Source: an optimization exercise on an open RTL-to-GDS flow (aim: small area, a short achievable clock period and few clock cycles). Production flows keep margins and buffers that such runs may drop. Only simulation tests tie the RTL to the original design; equivalence was not proved. Power is estimated from default activity; no workload was simulated.

==> inputs of branch nickel <==
==> flow/design.v (excerpt) <==
module tofq_top (
  input  logic                        clk_i,
  input  logic                        rst_ni,
  input  logic                        in_valid_i,
  output logic                        in_stall_o,
  input  logic [1:0]                  in_cmd_i,
  input  logic [tofq_pkg::StampBits-1:0]        in_stamp_i,
  input  logic [tofq_pkg::IdBits-1:0]           in_frame_id_i,
  output logic                        out_valid_o,
  input  logic                        out_stall_i,
  output logic                        out_popped_o,
  output logic [tofq_pkg::IdBits-1:0]           out_frame_id_o,
  output logic [tofq_pkg::StampBits-1:0]        out_stamp_o,
  output logic [tofq_pkg::CountBits-1:0]        out_entry_count_o,
  output logic                        out_push_refused_o
);
make LEC_CHECK=0 ABC_CLOCK_PERIOD_IN_PS=2500 CAP_MARGIN=20 CORE_MARGIN=2 CORE_UTILIZATION=50 SETUP_SLACK_MARGIN=2.9 SLEW_MARGIN=20 TNS_END_PERCENT=5 finish   # period 5.5 ns
run.sh (not shown) runs the stock make flow with config.mk's settings and CLKGATE_MAP_FILE= SYNTH_SCRIPT=/design/flow/synth_recipe.tcl, a recipe that flattens the netlist after the stock synthesis.
==> branch delta: changes against branch nickel <==
--- a/flow/design.v
+++ b/flow/design.v
@@ -48,37 +48,37 @@
 endmodule
 module tofq_lt (
   input  logic [tofq_pkg::StampBits-1:0] a_i,
   input  logic [tofq_pkg::StampBits-1:0] b_i,
   output logic                           lt_o
 );
-  localparam int W = tofq_pkg::StampBits;
-  logic [W-1:0] lt_b, le_b;
-  for (genvar b = 0; b < W; b++) begin : g_bit
-    if (b == W - 1) begin : g_sign
-      assign lt_b[b] = a_i[b] & ~b_i[b];
-      assign le_b[b] = a_i[b] | ~b_i[b];
+  logic [63:0] l0, e0;
+  logic [15:0] l1, e1;
+  logic [3:0]  l2, e2;
+  for (genvar b = 0; b < 64; b++) begin : g_bit
+    if (b == 63) begin : g_sign
+      assign l0[b] = a_i[b] & ~b_i[b];
+      assign e0[b] = a_i[b] | ~b_i[b];
     end else begin : g_mag
-      assign lt_b[b] = ~a_i[b] & b_i[b];
-      assign le_b[b] = ~a_i[b] | b_i[b];
+      assign l0[b] = ~a_i[b] & b_i[b];
+      assign e0[b] = ~a_i[b] | b_i[b];
     end
   end
-  for (genvar l = 1; l <= $clog2(W); l++) begin : g_lvl
-    localparam int M = W >> l;
-    logic [M-1:0] lt_l, le_l;
-    for (genvar k = 0; k < M; k++) begin : g_node
-      if (l == 1) begin : g_first
-        assign lt_l[k] = lt_b[2*k+1] | (le_b[2*k+1] & lt_b[2*k]);
-        assign le_l[k] = lt_b[2*k+1] | (le_b[2*k+1] & le_b[2*k]);
-      end else begin : g_next
-        assign lt_l[k] = g_lvl[l-1].lt_l[2*k+1] | (g_lvl[l-1].le_l[2*k+1] & g_lvl[l-1].lt_l[2*k]);
-        assign le_l[k] = g_lvl[l-1].lt_l[2*k+1] | (g_lvl[l-1].le_l[2*k+1] & g_lvl[l-1].le_l[2*k]);
-      end
-    end
+  for (genvar k = 0; k < 16; k++) begin : g_l1
+    assign l1[k] = l0[4*k+3] | (e0[4*k+3] & l0[4*k+2]) | (e0[4*k+3] & e0[4*k+2] & l0[4*k+1]) |
+                   (e0[4*k+3] & e0[4*k+2] & e0[4*k+1] & l0[4*k]);
+    assign e1[k] = l0[4*k+3] | (e0[4*k+3] & l0[4*k+2]) | (e0[4*k+3] & e0[4*k+2] & l0[4*k+1]) |
+                   (e0[4*k+3] & e0[4*k+2] & e0[4*k+1] & e0[4*k]);
+  end
+  for (genvar k = 0; k < 4; k++) begin : g_l2
+    assign l2[k] = l1[4*k+3] | (e1[4*k+3] & l1[4*k+2]) | (e1[4*k+3] & e1[4*k+2] & l1[4*k+1]) |
+                   (e1[4*k+3] & e1[4*k+2] & e1[4*k+1] & l1[4*k]);
+    assign e2[k] = l1[4*k+3] | (e1[4*k+3] & l1[4*k+2]) | (e1[4*k+3] & e1[4*k+2] & l1[4*k+1]) |
+                   (e1[4*k+3] & e1[4*k+2] & e1[4*k+1] & e1[4*k]);
   end
-  assign lt_o = g_lvl[$clog2(W)].lt_l[0];
+  assign lt_o = l2[3] | (e2[3] & l2[2]) | (e2[3] & e2[2] & l2[1]) | (e2[3] & e2[2] & e2[1] & l2[0]);
 endmodule
 module timestamp_ordered_frame_queue_unit #(
   parameter int QUEUE_DEPTH = 16,
   parameter int HANDLE_BITS = 16
 ) (
   input  logic      clk_i,
@@ -91,119 +91,125 @@
   output tofq_pkg::out_item_t out_item_o
 );
   localparam int N         = QUEUE_DEPTH;
   localparam int FrameBits = (HANDLE_BITS < tofq_pkg::IdBits) ? HANDLE_BITS : tofq_pkg::IdBits;
   localparam int CntW      = $clog2(QUEUE_DEPTH + 1);
   localparam logic [CntW-1:0] FullCnt = CntW'(QUEUE_DEPTH);
-  logic                                  cmd_v_q;
-  logic [1:0]                            cmd_q;
-  logic signed [tofq_pkg::StampBits-1:0] cmd_stamp_q;
-  logic [FrameBits-1:0]                  cmd_frame_q;
-  logic [N-1:0]                          cmd_lt_q;    
+  logic            cmd_v_q;
+  logic            is_push, is_pop, is_less, is_clear;
+  logic [N-1:0]    cmd_slot_q;   
+  logic [N-1:0]    cmd_lt_q;     
   logic [N-1:0]    live_q, live_d;
   logic [CntW-1:0] occ_q, occ_d;
-  logic            before_q [N][N];    
+  logic          before_q [N][N];   
+  logic [N-1:0]    head_q, head_d;   
   logic                out_valid_q;
   tofq_pkg::out_item_t out_q, out_d;
   logic                        out_free;
   logic                        proc;
   logic                        load;
   logic                        full;
-  logic                        is_push, is_pop, is_less, is_clear;
   logic                        push_fire, pop_fire;
-  logic [N-1:0]                lt;
+  logic                        in_push;
   logic [N-1:0]                slot_lt;
-  logic                        cmd_lt;
   logic [N-1:0]                head;
+  logic [N-1:0]                second;
+  logic [N-1:0]                head_lt;
+  logic [N-1:0]                taken;
   logic [N-1:0]                free_one;
+  logic [N-1:0]                new_slot;
   logic [N-1:0]                we;
   logic signed [tofq_pkg::StampBits-1:0] stamps [N];
   logic [FrameBits-1:0]        frames [N];
   logic signed [tofq_pkg::StampBits-1:0] head_stamp;
   logic [FrameBits-1:0]        head_frame;
   logic [CntW+tofq_pkg::CountBits-1:0]   cnt_ext;
   assign out_free   = !out_valid_q || !out_stall_i;
   assign proc       = cmd_v_q && out_free;
   assign in_stall_o = cmd_v_q && !out_free;
   assign load       = !in_stall_o;
+  assign full     = (occ_q >= FullCnt);
+  assign head = head_q;
+  always_comb begin
+    for (int i = 0; i < N; i++) begin
+      second[i] = live_q[i] && !head_q[i];
+      for (int j = 0; j < N; j++) begin
+        if (j < i) begin
+          if (live_q[j] && !head_q[j] && before_q[j][i]) second[i] = 1'b0;
+        end else if (j > i) begin
+          if (live_q[j] && !head_q[j] && !before_q[i][j]) second[i] = 1'b0;
+        end
+      end
+    end
+  end
+  assign push_fire = proc && is_push && !full;
+  assign pop_fire  = proc && ((is_pop && (live_q != '0)) || (is_less && ((head & cmd_lt_q) != '0)));
+  assign taken = live_q | (cmd_v_q ? cmd_slot_q : '0);
+  always_comb begin
+    free_one = '0;
+    for (int i = N - 1; i >= 0; i--) begin
+      if (!taken[i]) free_one = '0;
+      if (!taken[i]) free_one[i] = 1'b1;
+    end
+  end
+  always_comb begin
+    if (taken != '1) begin
+      new_slot = free_one;
+    end else if (cmd_v_q && is_clear) begin
+      new_slot = N'(1);
+    end else if (pop_fire) begin
+      new_slot = head;
+    end else begin
+      new_slot = '0;
+    end
+  end
+  assign in_push = load && in_valid_i && (in_item_i.cmd == tofq_pkg::CMD_PUSH);
+  assign we      = in_push ? new_slot : '0;
   always_ff @(posedge clk_i or negedge rst_ni) begin
     if (!rst_ni) begin
       cmd_v_q <= 1'b0;
     end else if (load) begin
       cmd_v_q <= in_valid_i;
     end
   end
   always_ff @(posedge clk_i) begin
     if (load) begin
-      cmd_q       <= in_item_i.cmd;
-      cmd_stamp_q <= in_item_i.stamp;
-      cmd_frame_q <= in_item_i.frame_id[FrameBits-1:0];
-      for (int i = 0; i < N; i++) begin
-        cmd_lt_q[i] <= we[i] ? cmd_lt : slot_lt[i];
-      end
+      is_push    <= (in_item_i.cmd == tofq_pkg::CMD_PUSH);
+      is_pop     <= (in_item_i.cmd == tofq_pkg::CMD_POP);
+      is_less    <= (in_item_i.cmd == tofq_pkg::CMD_POP_LESS);
+      is_clear   <= (in_item_i.cmd == tofq_pkg::CMD_CLEAR);
+      cmd_slot_q <= we;
+      cmd_lt_q   <= slot_lt;
     end
   end
   for (genvar i = 0; i < N; i++) begin : g_cmp
     tofq_lt u_lt (
       .a_i (stamps[i]),
       .b_i (in_item_i.stamp),
       .lt_o(slot_lt[i])
     );
   end
-  tofq_lt u_cmd_lt (
-    .a_i (cmd_stamp_q),
-    .b_i (in_item_i.stamp),
-    .lt_o(cmd_lt)
-  );
-  assign lt = cmd_lt_q;
-  assign full     = (occ_q >= FullCnt);
-  assign is_push  = (cmd_q == tofq_pkg::CMD_PUSH);
-  assign is_pop   = (cmd_q == tofq_pkg::CMD_POP);
-  assign is_less  = (cmd_q == tofq_pkg::CMD_POP_LESS);
-  assign is_clear = (cmd_q == tofq_pkg::CMD_CLEAR);
-  always_comb begin
-    for (int i = 0; i < N; i++) begin
-      head[i] = live_q[i];
-      for (int j = 0; j < N; j++) begin
-        if (j < i) begin
-          if (live_q[j] && before_q[j][i]) head[i] = 1'b0;
-        end else if (j > i) begin
-          if (live_q[j] && !before_q[i][j]) head[i] = 1'b0;
-        end
-      end
-    end
-  end
-  always_comb begin
-    free_one = '0;
-    for (int i = N - 1; i >= 0; i--) begin
-      if (!live_q[i]) free_one = '0;
-      if (!live_q[i]) free_one[i] = 1'b1;
-    end
-  end
-  assign push_fire = proc && is_push && !full;
-  assign pop_fire  = proc && ((is_pop && (live_q != '0)) || (is_less && ((head & lt) != '0)));
-  assign we        = push_fire ? free_one : '0;
   for (genvar i = 0; i < N; i++) begin : g_slot
     tofq_cell #(
       .FrameBits(FrameBits)
     ) u_cell (
       .clk_i      (clk_i),
       .we_i       (we[i]),
-      .new_stamp_i(cmd_stamp_q),
-      .new_frame_i(cmd_frame_q),
+      .new_stamp_i(in_item_i.stamp),
+      .new_frame_i(in_item_i.frame_id[FrameBits-1:0]),
       .stamp_o    (stamps[i]),
       .frame_o    (frames[i])
     );
   end
   for (genvar i = 0; i < N; i++) begin : g_row
     for (genvar j = i + 1; j < N; j++) begin : g_col
       always_ff @(posedge clk_i) begin
-        if (we[j]) begin
-          before_q[i][j] <= lt[i];
-        end else if (we[i]) begin
-          before_q[i][j] <= !lt[j];
+        if (push_fire && cmd_slot_q[j]) begin
+          before_q[i][j] <= cmd_lt_q[i];
+        end else if (push_fire && cmd_slot_q[i]) begin
+          before_q[i][j] <= !cmd_lt_q[j];
         end
       end
     end
   end
   always_comb begin
     head_stamp = '0;
@@ -218,27 +224,42 @@
     occ_d  = occ_q;
     if (proc) begin
       if (is_clear) begin
         live_d = '0;
         occ_d  = '0;
       end else if (push_fire) begin
-        live_d = live_q | free_one;
+        live_d = live_q | cmd_slot_q;
         occ_d  = occ_q + CntW'(1);
       end else if (pop_fire) begin
         live_d = live_q & ~head;
         occ_d  = occ_q - CntW'(1);
       end
     end
   end
+  assign head_lt = cmd_lt_q & live_q;
+  always_comb begin
+    head_d = head_q;
+    if (proc) begin
+      if (is_clear) begin
+        head_d = '0;
+      end else if (push_fire) begin
+        if (head_lt == '0) head_d = cmd_slot_q;
+      end else if (pop_fire) begin
+        head_d = second;
+      end
+    end
+  end
   always_ff @(posedge clk_i or negedge rst_ni) begin
     if (!rst_ni) begin
       live_q <= '0;
       occ_q  <= '0;
+      head_q <= '0;
     end else begin
       live_q <= live_d;
       occ_q  <= occ_d;
+      head_q <= head_d;
     end
   end
   assign cnt_ext = {{tofq_pkg::CountBits{1'b0}}, occ_d};
   always_comb begin
     out_d              = out_q;
     out_d.popped       = pop_fire;
==> flow/config.mk (replaced) <==
export PLATFORM = sky130hd
export DESIGN_NAME = tofq_top
export DESIGN_NICKNAME = tofq_top
export VERILOG_FILES = /design/flow/design.v
export SDC_FILE = /design/flow/constraint.sdc
export NUM_CORES = 4
export LEC_CHECK = 0
export CAP_MARGIN = 20
export CORE_MARGIN = 2
export CORE_UTILIZATION = 45
export SETUP_SLACK_MARGIN = 2.7
export SLEW_MARGIN = 20
export TNS_END_PERCENT = 5
==> PnR_summary.wiki <==
{| class="wikitable"
! Metric !! Value
|-
| Insertion delay to the later sink of the worst-skew pair || 0.85 ns
|-
| Post-detailed-route wirelength per cell || 39.5 µm
|-
| Required time worst endpoint || 6.05 ns
|-
| Largest net degree at the start of global routing || 83
|-
| Outcome || finished clean
|-
| Number of sinks on the clock net || 1608
|-
| Global routing met1 resource utilization || 60.6%
|-
| Leading cell types by total area after synthesis || sky130_fd_sc_hd__edfxtp_1, sky130_fd_sc_hd__maj3_1, sky130_fd_sc_hd__a21oi_1, sky130_fd_sc_hd__a22oi_1, sky130_fd_sc_hd__o21ai_0
|}
The numbers above come from branch nickel.

==> PnR_summary.wiki <==
{| class="wikitable"
! Metric !! Value
|-
| Outcome || finished clean
|-
| Global routing met1 resource utilization || 51.2%
|-
| Largest net degree at the start of global routing || 73
|-
| Required time worst endpoint || 6.06 ns
|-
| Post-detailed-route wirelength per cell || 38.9 µm
|}
The numbers above come from branch delta.

Testbench counts of branch nickel, summed over its fixed seeds: cycles 16,016.
Testbench counts of branch delta, summed over its fixed seeds: cycles 16,016.

* * *

==> 01-20 <==
==> flow/design.v <==
package tofq_pkg;
  localparam int StampBits = 64;
  localparam int IdBits    = 16;
  localparam int CountBits = 5;
  typedef enum logic [1:0] {
    CMD_PUSH     = 2'd0,
    CMD_POP      = 2'd1,
    CMD_POP_LESS = 2'd2,
    CMD_CLEAR    = 2'd3
  } cmd_e;
  typedef struct packed {
    logic [1:0]                  cmd;
    logic signed [StampBits-1:0] stamp;
    logic [IdBits-1:0]           frame_id;
  } in_item_t;
  typedef struct packed {
    logic                        popped;
    logic [IdBits-1:0]           out_frame_id;
    logic signed [StampBits-1:0] out_stamp;
    logic [CountBits-1:0]        entry_count;
    logic                        push_refused;
  } out_item_t;
  typedef struct packed {
    logic push;
    logic pop;
  } cell_ctrl_t;
endpackage
module tofq_cell #(
  parameter int FrameBits = 16
) (
  input  logic                                  clk_i,
  input  logic                                  we_i,
  input  logic signed [tofq_pkg::StampBits-1:0] new_stamp_i,
  input  logic [FrameBits-1:0]                  new_frame_i,
  output logic signed [tofq_pkg::StampBits-1:0] stamp_o,
  output logic [FrameBits-1:0]                  frame_o
);
  logic signed [tofq_pkg::StampBits-1:0] stamp_q;
  logic [FrameBits-1:0]                  frame_q;
  always_ff @(posedge clk_i) begin
    if (we_i) begin
      stamp_q <= new_stamp_i;
      frame_q <= new_frame_i;
    end
  end
  assign stamp_o = stamp_q;
  assign frame_o = frame_q;
endmodule
module tofq_lt (
  input  logic [tofq_pkg::StampBits-1:0] a_i,
  input  logic [tofq_pkg::StampBits-1:0] b_i,
  output logic                           lt_hi_o,
  output logic                           le_hi_o,
  output logic                           lt_lo_o
);
  logic [63:0] l0, e0;
  logic [15:0] l1, e1;
  logic [3:0]  l2, e2;
  for (genvar b = 0; b < 64; b++) begin : g_bit
    if (b == 63) begin : g_sign
      assign l0[b] = a_i[b] & ~b_i[b];
      assign e0[b] = a_i[b] | ~b_i[b];
    end else begin : g_mag
      assign l0[b] = ~a_i[b] & b_i[b];
      assign e0[b] = ~a_i[b] | b_i[b];
    end
  end
  for (genvar k = 0; k < 16; k++) begin : g_l1
    assign l1[k] = l0[4*k+3] | (e0[4*k+3] & l0[4*k+2]) | (e0[4*k+3] & e0[4*k+2] & l0[4*k+1]) |
                   (e0[4*k+3] & e0[4*k+2] & e0[4*k+1] & l0[4*k]);
    assign e1[k] = l0[4*k+3] | (e0[4*k+3] & l0[4*k+2]) | (e0[4*k+3] & e0[4*k+2] & l0[4*k+1]) |
                   (e0[4*k+3] & e0[4*k+2] & e0[4*k+1] & e0[4*k]);
  end
  for (genvar k = 0; k < 4; k++) begin : g_l2
    assign l2[k] = l1[4*k+3] | (e1[4*k+3] & l1[4*k+2]) | (e1[4*k+3] & e1[4*k+2] & l1[4*k+1]) |
                   (e1[4*k+3] & e1[4*k+2] & e1[4*k+1] & l1[4*k]);
    assign e2[k] = l1[4*k+3] | (e1[4*k+3] & l1[4*k+2]) | (e1[4*k+3] & e1[4*k+2] & l1[4*k+1]) |
                   (e1[4*k+3] & e1[4*k+2] & e1[4*k+1] & e1[4*k]);
  end
  assign lt_hi_o = l2[3] | (e2[3] & l2[2]);
  assign le_hi_o = l2[3] | (e2[3] & e2[2]);
  assign lt_lo_o = l2[1] | (e2[1] & l2[0]);
endmodule
module timestamp_ordered_frame_queue_unit #(
  parameter int QUEUE_DEPTH = 16,
  parameter int HANDLE_BITS = 16
) (
  input  logic      clk_i,
  input  logic      rst_ni,
  input  logic      in_valid_i,
  output logic      in_stall_o,
  input  tofq_pkg::in_item_t  in_item_i,
  output logic      out_valid_o,
  input  logic      out_stall_i,
  output tofq_pkg::out_item_t out_item_o
);
  localparam int N         = QUEUE_DEPTH;
  localparam int FrameBits = (HANDLE_BITS < tofq_pkg::IdBits) ? HANDLE_BITS : tofq_pkg::IdBits;
  localparam int CntW      = $clog2(QUEUE_DEPTH + 1);
  localparam logic [CntW-1:0] FullCnt = CntW'(QUEUE_DEPTH);
  logic            cmd_v_q;
  logic            is_push, is_pop, is_less, is_clear;
  logic [N-1:0]    cmd_slot_q;   
  logic [N-1:0]    cmd_lh_q;     
  logic [N-1:0]    cmd_eh_q;     
  logic [N-1:0]    cmd_ll_q;     
  logic [N-1:0]    cmd_lt;       
  logic [N-1:0]    live_q, live_d;
  logic [CntW-1:0] occ_q, occ_d;
  logic          before_q [N][N];   
  logic [N-1:0]    head_q, head_d;   
  logic [N-1:0]    free_q;           
  logic            full_q;           
  logic                out_valid_q;
  tofq_pkg::out_item_t out_q, out_d;
  logic                        out_free;
  logic                        proc;
  logic                        load;
  logic                        full;
  logic                        push_fire, pop_fire;
  logic                        in_push;
  logic [N-1:0]                slot_lh, slot_eh, slot_ll;
  logic [N-1:0]                head;
  logic [N-1:0]                second;
  logic [N-1:0]                head_lt;
  logic [N-1:0]                taken_d;
  logic [N-1:0]                free_d;
  logic [N-1:0]                new_slot;
  logic [N-1:0]                we;
  logic signed [tofq_pkg::StampBits-1:0] stamps [N];
  logic [FrameBits-1:0]        frames [N];
  logic signed [tofq_pkg::StampBits-1:0] head_stamp;
  logic [FrameBits-1:0]        head_frame;
  logic [CntW+tofq_pkg::CountBits-1:0]   cnt_ext;
  assign out_free   = !out_valid_q || !out_stall_i;
  assign proc       = cmd_v_q && out_free;
  assign in_stall_o = cmd_v_q && !out_free;
  assign load       = !in_stall_o;
  assign full     = (occ_q >= FullCnt);
  assign head = head_q;
  always_comb begin
    for (int i = 0; i < N; i++) begin
      second[i] = live_q[i] && !head_q[i];
      for (int j = 0; j < N; j++) begin
        if (j < i) begin
          if (live_q[j] && !head_q[j] && before_q[j][i]) second[i] = 1'b0;
        end else if (j > i) begin
          if (live_q[j] && !head_q[j] && !before_q[i][j]) second[i] = 1'b0;
        end
      end
    end
  end
  assign push_fire = proc && (cmd_slot_q != '0);
  assign pop_fire  = proc && ((is_pop && (head != '0)) || (is_less && ((head & cmd_lt) != '0)));
  always_comb begin
    if (!full_q) begin
      new_slot = free_q;
    end else if (cmd_v_q && is_clear) begin
      new_slot = N'(1);
    end else if (pop_fire) begin
      new_slot = head;
    end else begin
      new_slot = '0;
    end
  end
  assign in_push = load && in_valid_i && (in_item_i.cmd == tofq_pkg::CMD_PUSH);
  assign we      = in_push ? new_slot : '0;
  always_ff @(posedge clk_i or negedge rst_ni) begin
    if (!rst_ni) begin
      cmd_v_q    <= 1'b0;
      cmd_slot_q <= '0;
    end else if (load) begin
      cmd_v_q    <= in_valid_i;
      cmd_slot_q <= we;
    end
  end
  always_ff @(posedge clk_i) begin
    if (load) begin
      is_push    <= (in_item_i.cmd == tofq_pkg::CMD_PUSH);
      is_pop     <= (in_item_i.cmd == tofq_pkg::CMD_POP);
      is_less    <= (in_item_i.cmd == tofq_pkg::CMD_POP_LESS);
      is_clear   <= (in_item_i.cmd == tofq_pkg::CMD_CLEAR);
      cmd_lh_q   <= slot_lh;
      cmd_eh_q   <= slot_eh;
      cmd_ll_q   <= slot_ll;
    end
  end
  for (genvar i = 0; i < N; i++) begin : g_cmp
    tofq_lt u_lt (
      .a_i (stamps[i]),
      .b_i (in_item_i.stamp),
      .lt_hi_o(slot_lh[i]),
      .le_hi_o(slot_eh[i]),
      .lt_lo_o(slot_ll[i])
    );
  end
  assign cmd_lt = cmd_lh_q | (cmd_eh_q & cmd_ll_q);
  for (genvar i = 0; i < N; i++) begin : g_slot
    tofq_cell #(
      .FrameBits(FrameBits)
    ) u_cell (
      .clk_i      (clk_i),
      .we_i       (we[i]),
      .new_stamp_i(in_item_i.stamp),
      .new_frame_i(in_item_i.frame_id[FrameBits-1:0]),
      .stamp_o    (stamps[i]),
      .frame_o    (frames[i])
    );
  end
  for (genvar i = 0; i < N; i++) begin : g_row
    for (genvar j = i + 1; j < N; j++) begin : g_col
      always_ff @(posedge clk_i) begin
        if (proc && cmd_slot_q[j]) begin
          before_q[i][j] <= cmd_lt[i];
        end else if (proc && cmd_slot_q[i]) begin
          before_q[i][j] <= !cmd_lt[j];
        end
      end
    end
  end
  always_comb begin
    head_stamp = '0;
    head_frame = '0;
    for (int i = 0; i < N; i++) begin
      head_stamp = head_stamp | (head[i] ? stamps[i] : '0);
      head_frame = head_frame | (head[i] ? frames[i] : '0);
    end
  end
  always_comb begin
    live_d = live_q;
    occ_d  = occ_q;
    if (proc) begin
      if (is_clear) begin
        live_d = '0;
        occ_d  = '0;
      end else if (push_fire) begin
        live_d = live_q | cmd_slot_q;
        occ_d  = occ_q + CntW'(1);
      end else if (pop_fire) begin
        live_d = live_q & ~head;
        occ_d  = occ_q - CntW'(1);
      end
    end
  end
  assign taken_d = live_d | (load ? we : cmd_slot_q);
  for (genvar i = 0; i < N; i++) begin : g_free
    if (i == 0) begin : g_first
      assign free_d[i] = !taken_d[i];
    end else begin : g_next
      assign free_d[i] = !taken_d[i] && (&taken_d[i-1:0]);
    end
  end
  always_ff @(posedge clk_i or negedge rst_ni) begin
    if (!rst_ni) begin
      free_q <= N'(1);
      full_q <= 1'b0;
    end else begin
      free_q <= free_d;
      full_q <= (taken_d == '1);
    end
  end
  assign head_lt = cmd_lt & live_q;
  always_comb begin
    head_d = head_q;
    if (proc) begin
      if (is_clear) begin
        head_d = '0;
      end else if (push_fire) begin
        if (head_lt == '0) head_d = cmd_slot_q;
      end else if (pop_fire) begin
        head_d = second;
      end
    end
  end
  always_ff @(posedge clk_i or negedge rst_ni) begin
    if (!rst_ni) begin
      live_q <= '0;
      occ_q  <= '0;
      head_q <= '0;
    end else begin
      live_q <= live_d;
      occ_q  <= occ_d;
      head_q <= head_d;
    end
  end
  assign cnt_ext = {{tofq_pkg::CountBits{1'b0}}, occ_d};
  always_comb begin
    out_d              = out_q;
    out_d.popped       = pop_fire;
    out_d.out_frame_id = pop_fire ? tofq_pkg::IdBits'(head_frame) : '0;
    out_d.out_stamp    = pop_fire ? head_stamp : '0;
    out_d.entry_count  = cnt_ext[tofq_pkg::CountBits-1:0];
    out_d.push_refused = is_push && full;
  end
  always_ff @(posedge clk_i or negedge rst_ni) begin
    if (!rst_ni) begin
      out_valid_q <= 1'b0;
    end else if (out_free) begin
      out_valid_q <= proc;
    end
  end
  always_ff @(posedge clk_i) begin
    if (proc) begin
      out_q <= out_d;
    end
  end
  assign out_valid_o = out_valid_q;
  assign out_item_o  = out_q;
endmodule
module tofq_top (
  input  logic                        clk_i,
  input  logic                        rst_ni,
  input  logic                        in_valid_i,
  output logic                        in_stall_o,
  input  logic [1:0]                  in_cmd_i,
  input  logic [tofq_pkg::StampBits-1:0]        in_stamp_i,
  input  logic [tofq_pkg::IdBits-1:0]           in_frame_id_i,
  output logic                        out_valid_o,
  input  logic                        out_stall_i,
  output logic                        out_popped_o,
  output logic [tofq_pkg::IdBits-1:0]           out_frame_id_o,
  output logic [tofq_pkg::StampBits-1:0]        out_stamp_o,
  output logic [tofq_pkg::CountBits-1:0]        out_entry_count_o,
  output logic                        out_push_refused_o
);
  tofq_pkg::in_item_t  in_item;
  tofq_pkg::out_item_t out_item;
  assign in_item.cmd      = in_cmd_i;
  assign in_item.stamp    = in_stamp_i;
  assign in_item.frame_id = in_frame_id_i;
  timestamp_ordered_frame_queue_unit #(
    .QUEUE_DEPTH(16),
    .HANDLE_BITS(16)
  ) u_queue (
    .clk_i      (clk_i),
    .rst_ni     (rst_ni),
    .in_valid_i (in_valid_i),
    .in_stall_o (in_stall_o),
    .in_item_i  (in_item),
    .out_valid_o(out_valid_o),
    .out_stall_i(out_stall_i),
    .out_item_o (out_item)
  );
  assign out_popped_o       = out_item.popped;
  assign out_frame_id_o     = out_item.out_frame_id;
  assign out_stamp_o        = out_item.out_stamp;
  assign out_entry_count_o  = out_item.entry_count;
  assign out_push_refused_o = out_item.push_refused;
endmodule
==> flow/flow/run.sh <==
#!/bin/bash
# Layout: the standard flow (standard.sh, all steps to finish), with one
# change: the buffers that buffer_ports puts on every input and output port
# are buf_4 cells instead of the delay buffer it picks by default.
# make's output goes to standard.log; each ORFS step logs under orfs/logs/.
set -euo pipefail
export BUFFER_PORTS_ARGS="-buffer_cell sky130_fd_sc_hd__buf_4"
bash standard.sh finish > standard.log 2>&1
==> flow/standard.sh <==
#!/bin/bash
# synth_recipe.tcl (not shown) runs the flow's synth.tcl, then flattens the netlist and writes it again
# the make line also repeats each setting of config.mk as NAME=value (left out here)
make -C /OpenROAD-flow-scripts/flow DESIGN_CONFIG=/design/flow/config.mk WORK_HOME=/design/flow/orfs CLKGATE_MAP_FILE= SYNTH_SCRIPT=/design/flow/synth_recipe.tcl "${@:-finish}"
==> flow/config.mk <==
export PLATFORM = sky130hd
export DESIGN_NAME = tofq_top
export DESIGN_NICKNAME = tofq_top
export VERILOG_FILES = /design/flow/design.v
export SDC_FILE = /design/flow/constraint.sdc
export NUM_CORES = 4
export LEC_CHECK = 0
export CAP_MARGIN = 20
export CORE_MARGIN = 2
export CORE_UTILIZATION = 40
export SETUP_SLACK_MARGIN = 2.7
export SLEW_MARGIN = 20
export TNS_END_PERCENT = 30
==> flow/constraint.sdc <==
create_clock -name core_clock -period 5.5 [get_ports {clk_i}]
set_input_delay 1.1000 -clock core_clock [delete_from_list [all_inputs] [get_ports {clk_i}]]
set_output_delay 1.1000 -clock core_clock [all_outputs]
set_load 0.01 [all_outputs]
==> 02-18: changes against 01-20 <==
--- a/flow/design.v
+++ b/flow/design.v
@@ -116,2 +116,3 @@
   logic                        out_free;
+  logic                        busy_q, busy_d;
   logic                        proc;
@@ -136,4 +137,12 @@
   assign proc       = cmd_v_q && out_free;
-  assign in_stall_o = cmd_v_q && !out_free;
-  assign load       = !in_stall_o;
+  assign load       = !(cmd_v_q && !out_free);
+  assign in_stall_o = busy_q && out_stall_i;
+  assign busy_d     = (load ? in_valid_i : cmd_v_q) && (out_free ? proc : out_valid_q);
+  always_ff @(posedge clk_i or negedge rst_ni) begin
+    if (!rst_ni) begin
+      busy_q <= 1'b0;
+    end else begin
+      busy_q <= busy_d;
+    end
+  end
   assign full     = (occ_q >= FullCnt);
==> flow/run.sh (new file) <==
#!/bin/bash
# synth_recipe.tcl (not shown) runs the flow's synth.tcl, then flattens the netlist and writes it again
# the make line also repeats each setting of config.mk as NAME=value (left out here)
make -C /OpenROAD-flow-scripts/flow DESIGN_CONFIG=/design/flow/config.mk WORK_HOME=/design/flow/orfs CLKGATE_MAP_FILE= SYNTH_SCRIPT=/design/flow/synth_recipe.tcl finish
Settings changed: ABC_AREA set to 1.
removed: flow/flow/run.sh
removed: flow/standard.sh
==> summary.txt <==
Worst r2r dst - u_queue.full_q
Final Cycle Share - 0.639
Pin count of the biggest net entering global routing - 82
Clock-cell share of area - 0.0595
P_comb - 3530 uW
Power share of the sequential group - 0.469
Area growth syn-to-layout - 25.4%
Die ar. - 197,000 um2
Critical path arrival - 4.31 ns
Relative slew slack - 0.196
Xor and xnor area share after synthesis - 0
Final cell count without fillers - 9,864
Clock-net power - 12,100 uW
Hpwl dp - 199,000 um
Status - finished clean
Seq_cells - 1,611
The numbers above come from 01-20.

==> summary.txt <==
Final cell count without fillers - 10,600
Clock-cell share of area - 0.0587
Seq_cells - 1,612
Hpwl dp - 201,000 um
Area growth syn-to-layout - 20.9%
Critical path arrival - 3.62 ns
Pin count of the biggest net entering global routing - 81
Worst r2r dst - u_queue.out_q[85]
Xor and xnor area share after synthesis - 0.000226
Relative slew slack - 0.356
Power share of the sequential group - 0.465
P_comb - 4400 uW
Status - finished clean
Multi-input combinational cell count - 4,729
Die ar. - 197,000 um2
The numbers above come from 02-18.

Testbench counts of 01-20, summed over its fixed seeds: cycles 16,016.
Testbench counts of 02-18, summed over its fixed seeds: cycles 16,016.

[separate check: timing with driven ports]
Ports are ideal in the flow. The routed layouts listed here were re-timed in OpenROAD. Step 1 sets driving cells, clkbuf_16 on the clock port and buf_2 on the other inputs (assumed; they add their load-dependent delay and slew). Step 2, shift: input delay + t, output delay - t, t = (earliest + latest rising clock arrival at the registers) / 2. This alone moves slack from input paths to output paths. Slacks: ideal / step 1 / step 2; pairs: ideal / step 1.
run | t (ns) | setup WS [ns] | hold WS [ns] | worst setup path at the end | pins driven straight from the clock port
branch nickel | 0.929 | 2.040 / 2.040 / 1.282 | 0.469 / 0.469 / 0.469 | input to register | 1
branch delta | 0.962 | 2.282 / 2.282 / 1.344 | 0.378 / 0.309 / 0.571 | input to register | 1
01-20 | 0.931 | 1.987 / 1.987 / 1.100 | 0.042 / -0.016 / 0.583 | input to register | 1
02-18 | 0.929 | 2.438 / 2.438 / 1.670 | 0.243 / 0.175 / 0.521 | input to register | 1
After both steps every run listed still meets setup and hold. The setup slack of branch delta, which loses most, moves by 0.000 ns with the drivers and by -0.938 ns with both steps.
